Background: an optimization exercise with open tools, aiming at small area, a short achievable clock period and few clock cycles per item. Do not read the settings as production practice.
In this exercise RTL edits were held to simulation tests only and were not proved equivalent to the original.

==> flow/design.v, too long to show whole: its modules and the start of the top module <==
// module svf_div12: 36 lines
// module svf_csa_tree: 58 lines
// module svf_mul_fa: 1608 lines
// module svf_mul_da: 910 lines
// module svf_mul_fb: 1719 lines
// module stereo_state_variable_filter_top: 281 lines
module stereo_state_variable_filter_top (
  input  logic        clk,
  input  logic        rst,
  input  logic        in_valid,
  output logic        in_ready,
  input  logic [85:0] in_data,
  output logic        out_valid,
  input  logic        out_ready,
  output logic [47:0] out_data,
  input  logic        cfg_we,
  input  logic [16:0] cfg_data
);
  // ...
==> flow/run.sh <==
#!/bin/bash
# synth_recipe.tcl (not shown) runs the flow's synth.tcl, then flattens the netlist and writes it again
# the make line also repeats each setting of config.mk as NAME=value (left out here)
make -C /OpenROAD-flow-scripts/flow DESIGN_CONFIG=/design/flow/config.mk WORK_HOME=/design/flow/orfs CLKGATE_MAP_FILE= SYNTH_SCRIPT=/design/flow/synth_recipe.tcl finish
==> flow/config.mk <==
export PLATFORM = sky130hd
export DESIGN_NAME = stereo_state_variable_filter_top
export DESIGN_NICKNAME = stereo_state_variable_filter_top
export VERILOG_FILES = /design/flow/design.v
export SDC_FILE = /design/flow/constraint.sdc
export NUM_CORES = 4
export LEC_CHECK = 0
export CAP_MARGIN = 20
export CORE_MARGIN = 2
export CORE_UTILIZATION = 60
export SETUP_SLACK_MARGIN = 1.0
export SLEW_MARGIN = 20
==> flow/constraint.sdc <==
create_clock -name core_clock -period 11.0 [get_ports {clk}]
set_input_delay 2.2000 -clock core_clock [delete_from_list [all_inputs] [get_ports {clk}]]
set_output_delay 2.2000 -clock core_clock [all_outputs]
set_load 0.01 [all_outputs]
==> flow_summary.json, run 1 <==
{
  "outcome": "finished clean",
  "yosys-top-cells-count": "1,726 x inv_1, 1,361 x a22oi_1, 1,286 x edfxtp_1",
  "std_cell_rows": 174,
  "worst-path-buf-inv": 6,
  "sh_seq_area_pct": 25.6,
  "syn2layout_area_growth_pct": 13.8,
  "synth-seq-cells": 1339,
  "synth_top_area_cell": "edfxtp_1",
  "antenna_found_initial": 48,
  "slowest_stage": "edfxtp_1",
  "avgViaCountPerCell": 6.83,
  "synthMuxAreaShare_pct": 5.35,
  "path_class": "reg -> reg",
  "multi_input_area_um2": 88500,
  "ff_latch_area_um2": 39700,
  "grt_pass1_wl_um": 784000,
  "start_kind": "flop",
  "yosysWarnings": 5,
  "drc": 0,
  "inv_count": 1739,
  "hold_depth": 0,
  "crit_required_ns": 11.70,
  "synth_async_sr_flop_share_pct": 0,
  "ctsResizeCount": 188,
  "h-tree-depth": 4,
  "timing.fmax_mhz": 99.7,
  "wl_met3_um": 78400,
  "synth-main-ff-cell": "edfxtp_1"
}
Testbench counts, summed over its fixed seeds: cycles 19,316, items 3,200.
==> run 2: changes to the inputs <==
--- a/flow/config.mk
+++ b/flow/config.mk
@@ -8,5 +8,5 @@
 export CAP_MARGIN = 20
 export CORE_MARGIN = 2
-export CORE_UTILIZATION = 60
-export SETUP_SLACK_MARGIN = 1.0
+export CORE_UTILIZATION = 55
+export SETUP_SLACK_MARGIN = 1.3
 export SLEW_MARGIN = 20
==> flow_summary.json, run 2 <==
{
  "outcome": "finished clean",
  "drv_cap": 0,
  "clkTransAtPathRegs_ns": 0.06,
  "path_common_cell": "mux2_4",
  "rsz0062_at_grt": "yes",
  "synth_top_area_cell": "edfxtp_1",
  "ant_nets": 0,
  "tightest_slew_ns": 1.31,
  "grt_busiest_layer": "met2",
  "clock_latency_ns": 0.92,
  "die-area_um2": 251000,
  "die-width_um": 501,
  "cts.sinks": 1339,
  "hpwl_um": 410000,
  "yosys.area_share.simple_pct": 6.04,
  "synthMuxAreaShare_pct": 5.35,
  "multi_input_area_um2": 89300,
  "synth.net_count": 15263,
  "cp_data_arrival_time_ns": 10.53,
  "ff_latch_area_um2": 39700,
  "synth-main-ff-cell": "edfxtp_1",
  "cp_slowest_stage_delay_ns": 0.55,
  "synth_cell_types": 112,
  "min_path_type": "reg -> reg",
  "ctsHoldBuffers": 0,
  "setup_ws_ns": 1.02,
  "die_y_um": 501,
  "synthTopCellsByArea": "edfxtp_1 28%, fa_1 19%, a22oi_1 7.5%",
  "synth_area_um2": 136000,
  "avgViaCountPerCell": 6.63,
  "syn2layout_area_growth_pct": 14.6,
  "yosys-top-cells-count": "1,726 x inv_1, 1,361 x a22oi_1, 1,286 x edfxtp_1",
  "cts_tree": "yes",
  "fin_skew_ns": 0.158,
  "postSynthAreaPerCell_um2": 10.4,
  "mostFrequentLayoutCell": "inv_1",
  "io_buffers": 157,
  "overflow": 0,
  "synth-adder-area-share_pct": 25.7,
  "preCtsSetupSlack_ns": -0.204,
  "h-tree-depth": 4,
  "synth_compound_area_share_pct": 14.9,
  "grt_start_max_net_pins": 76,
  "cts-buffers-inserted": 152,
  "design.core.area_um2": 246000,
  "crit_path_max_fanout": 7,
  "nFillCells": 19676,
  "vias": 110912,
  "timing.fmax_mhz": 100,
  "ys_seq_area_share_pct": 29.2,
  "use_met3_pct": 12.4,
  "grt_pass1_vias": 110351,
  "maxSlewHeadroom_pct": 12.2,
  "yosysWarnings": 5,
  "fin_crit_sh_pct": 90.7,
  "dr.pass1.iters": 11,
  "crit_family": "simple AND/OR/NAND/NOR gates",
  "wl_per_cell_um": 33.1,
  "drc": 0,
  "synth_top_area_share_pct": 28.4,
  "path_class": "reg -> reg",
  "min_period_ns": 9.98,
  "grt_pass1_wl_um": 786000,
  "end_kind": "flop",
  "dr.first_iter.drc_count": 15312,
  "synth-seq-cells": 1339,
  "final_max_slew_viol_count": 0,
  "netlist_instances": 13117,
  "cts_root_buf": "clkbuf_16",
  "io_pins": 158,
  "reg_top3": "bp_m: 256 flops, lp_m: 256 flops, cf: 116 flops",
  "setup_violations": 0,
  "hold_slack_ns": 0.406,
  "antenna_found_initial": 51,
  "use_met1_pct": 56.3,
  "synth_xor_xnor_area_share_pct": 11.0,
  "synth_edf_count": 1286,
  "cts.path.max_buffers": 3,
  "use_met2_pct": 63.7,
  "synthMostInstantiatedCell": "inv_1",
  "hold_viol": 0,
  "drive_gt1_share_pct": 16.1,
  "nNetsFinal": 15510,
  "slowest_stage": "or4_4",
  "start_kind": "flop",
  "synth_top_family_by_area": "adder cells",
  "mostFrequentLayoutCells": "1,696 x inv_1, 1,303 x a22oi_1, 1,286 x edfxtp_1",
  "worst-path-buf-inv": 3,
  "routed_wl_um": 554000,
  "synth_async_sr_flop_share_pct": 0,
  "crit_required_ns": 11.55,
  "gp_congestion": 1.06,
  "std_cell_rows": 182,
  "grt_usage_pct": 43.5,
  "start_util_pct": 55.3
}
run 2: worst paths after layout:
path / startpoint / endpoint / slack [ns] / cells past startpoint
setup / recovery: u_div.u[22] / out_data[16] / 1.02 / 38
hold / removal: b_first / v_first / 0.41 / 0
setup reg to reg: u_div.u[22] / out_data[16] / 1.02 / 38
hold reg to reg: b_first / v_first / 0.41 / 0
run 2: layer usage:
metal	part of all wire (%)	wire length (um)	up-vias
met5	0.054	301	-
met4	8.2	45300	42
met3	12	67000	1869
met2	43	237000	7478
met1	37	205000	55766
li1	-	-	45757
run 2: timing repair:
action                                  CTS  global route
endpoints found under the hold margin     0             0
buffers inserted                        198           123
endpoints found under the setup margin  761           553
pin swaps                               164           249
gates resized for setup                 429           400
gates cloned                             13             8
run 2: worst reg2reg max path, delay by kind of cell (launching register included):
kind                     cells  cell delay (ns)
multiplexers                 6             1.88
AO/OA/AOI/OAI                9             1.73
adder cells (fa/ha/maj)      2             0.44
flip-flops                   1             0.45
buffers and inverters        3             0.51
AND/OR/NAND/NOR             18             4.69
run 2: cell families after synthesis:
group,count (synthesis)
compound gates,2955
buf+inv,2828
fa+ha+maj,2038
simple gates,1761
xor+xnor,1705
flops,1339
mux,491
run 2: through the flow:
step	std cells	util, %	cell area (um2)	TNS [ns]
4_1_cts	16572	62.2	153000	0
2_1_floorplan	13117	-	136000	0
3_5_place_dp	16086	58.4	144000	-2.37
5_1_grt	16708	63.4	156000	0
6_report	16733	63.4	156000	0
3_3_place_gp	16082	58.4	144000	-4.04
run 2: area by class of cell:
cell class                 count  area share (%)
clock buffer                 173            2.50
inverter                    1739            4.20
timing repair buffer        1176            7.03
antenna                       28          0.0449
multi-input combinational   8956            57.3
tap                         3220            2.58
sequential                  1339            25.5
clock inverter               102           0.908

-- separate check: timing with driven ports --
No port has a modelled driver above. Below, the same layouts with a new extraction and two added sets of constraints. Step 1, drivers: a clkbuf_16 drives clk and a buf_2 each remaining input, both assumed. Step 2 adds t to the input delays and takes it off the output delays; t is the mean of the earliest and latest rising clock arrival at the registers after step 1. Input paths then give back, and output paths get back, about the clock's delay inside the block. Three values: ideal, step 1, step 2; two values: the first two.
| run | t (ns) | slack for setup (ns) | latest minus earliest clock arrival (ns) | worst slew at a driven data input, ns | cell pins on the clock port's net |
|---|---|---|---|---|---|
| run 1 | 0.963 | 0.971 / 0.971 / 0.971 | 0.119 / 0.118 | 0.11 | 1 |
| run 2 | 0.945 | 1.018 / 1.018 / 1.018 | 0.158 / 0.158 | 0.08 | 1 |
After both steps setup and hold are still met in every run listed.
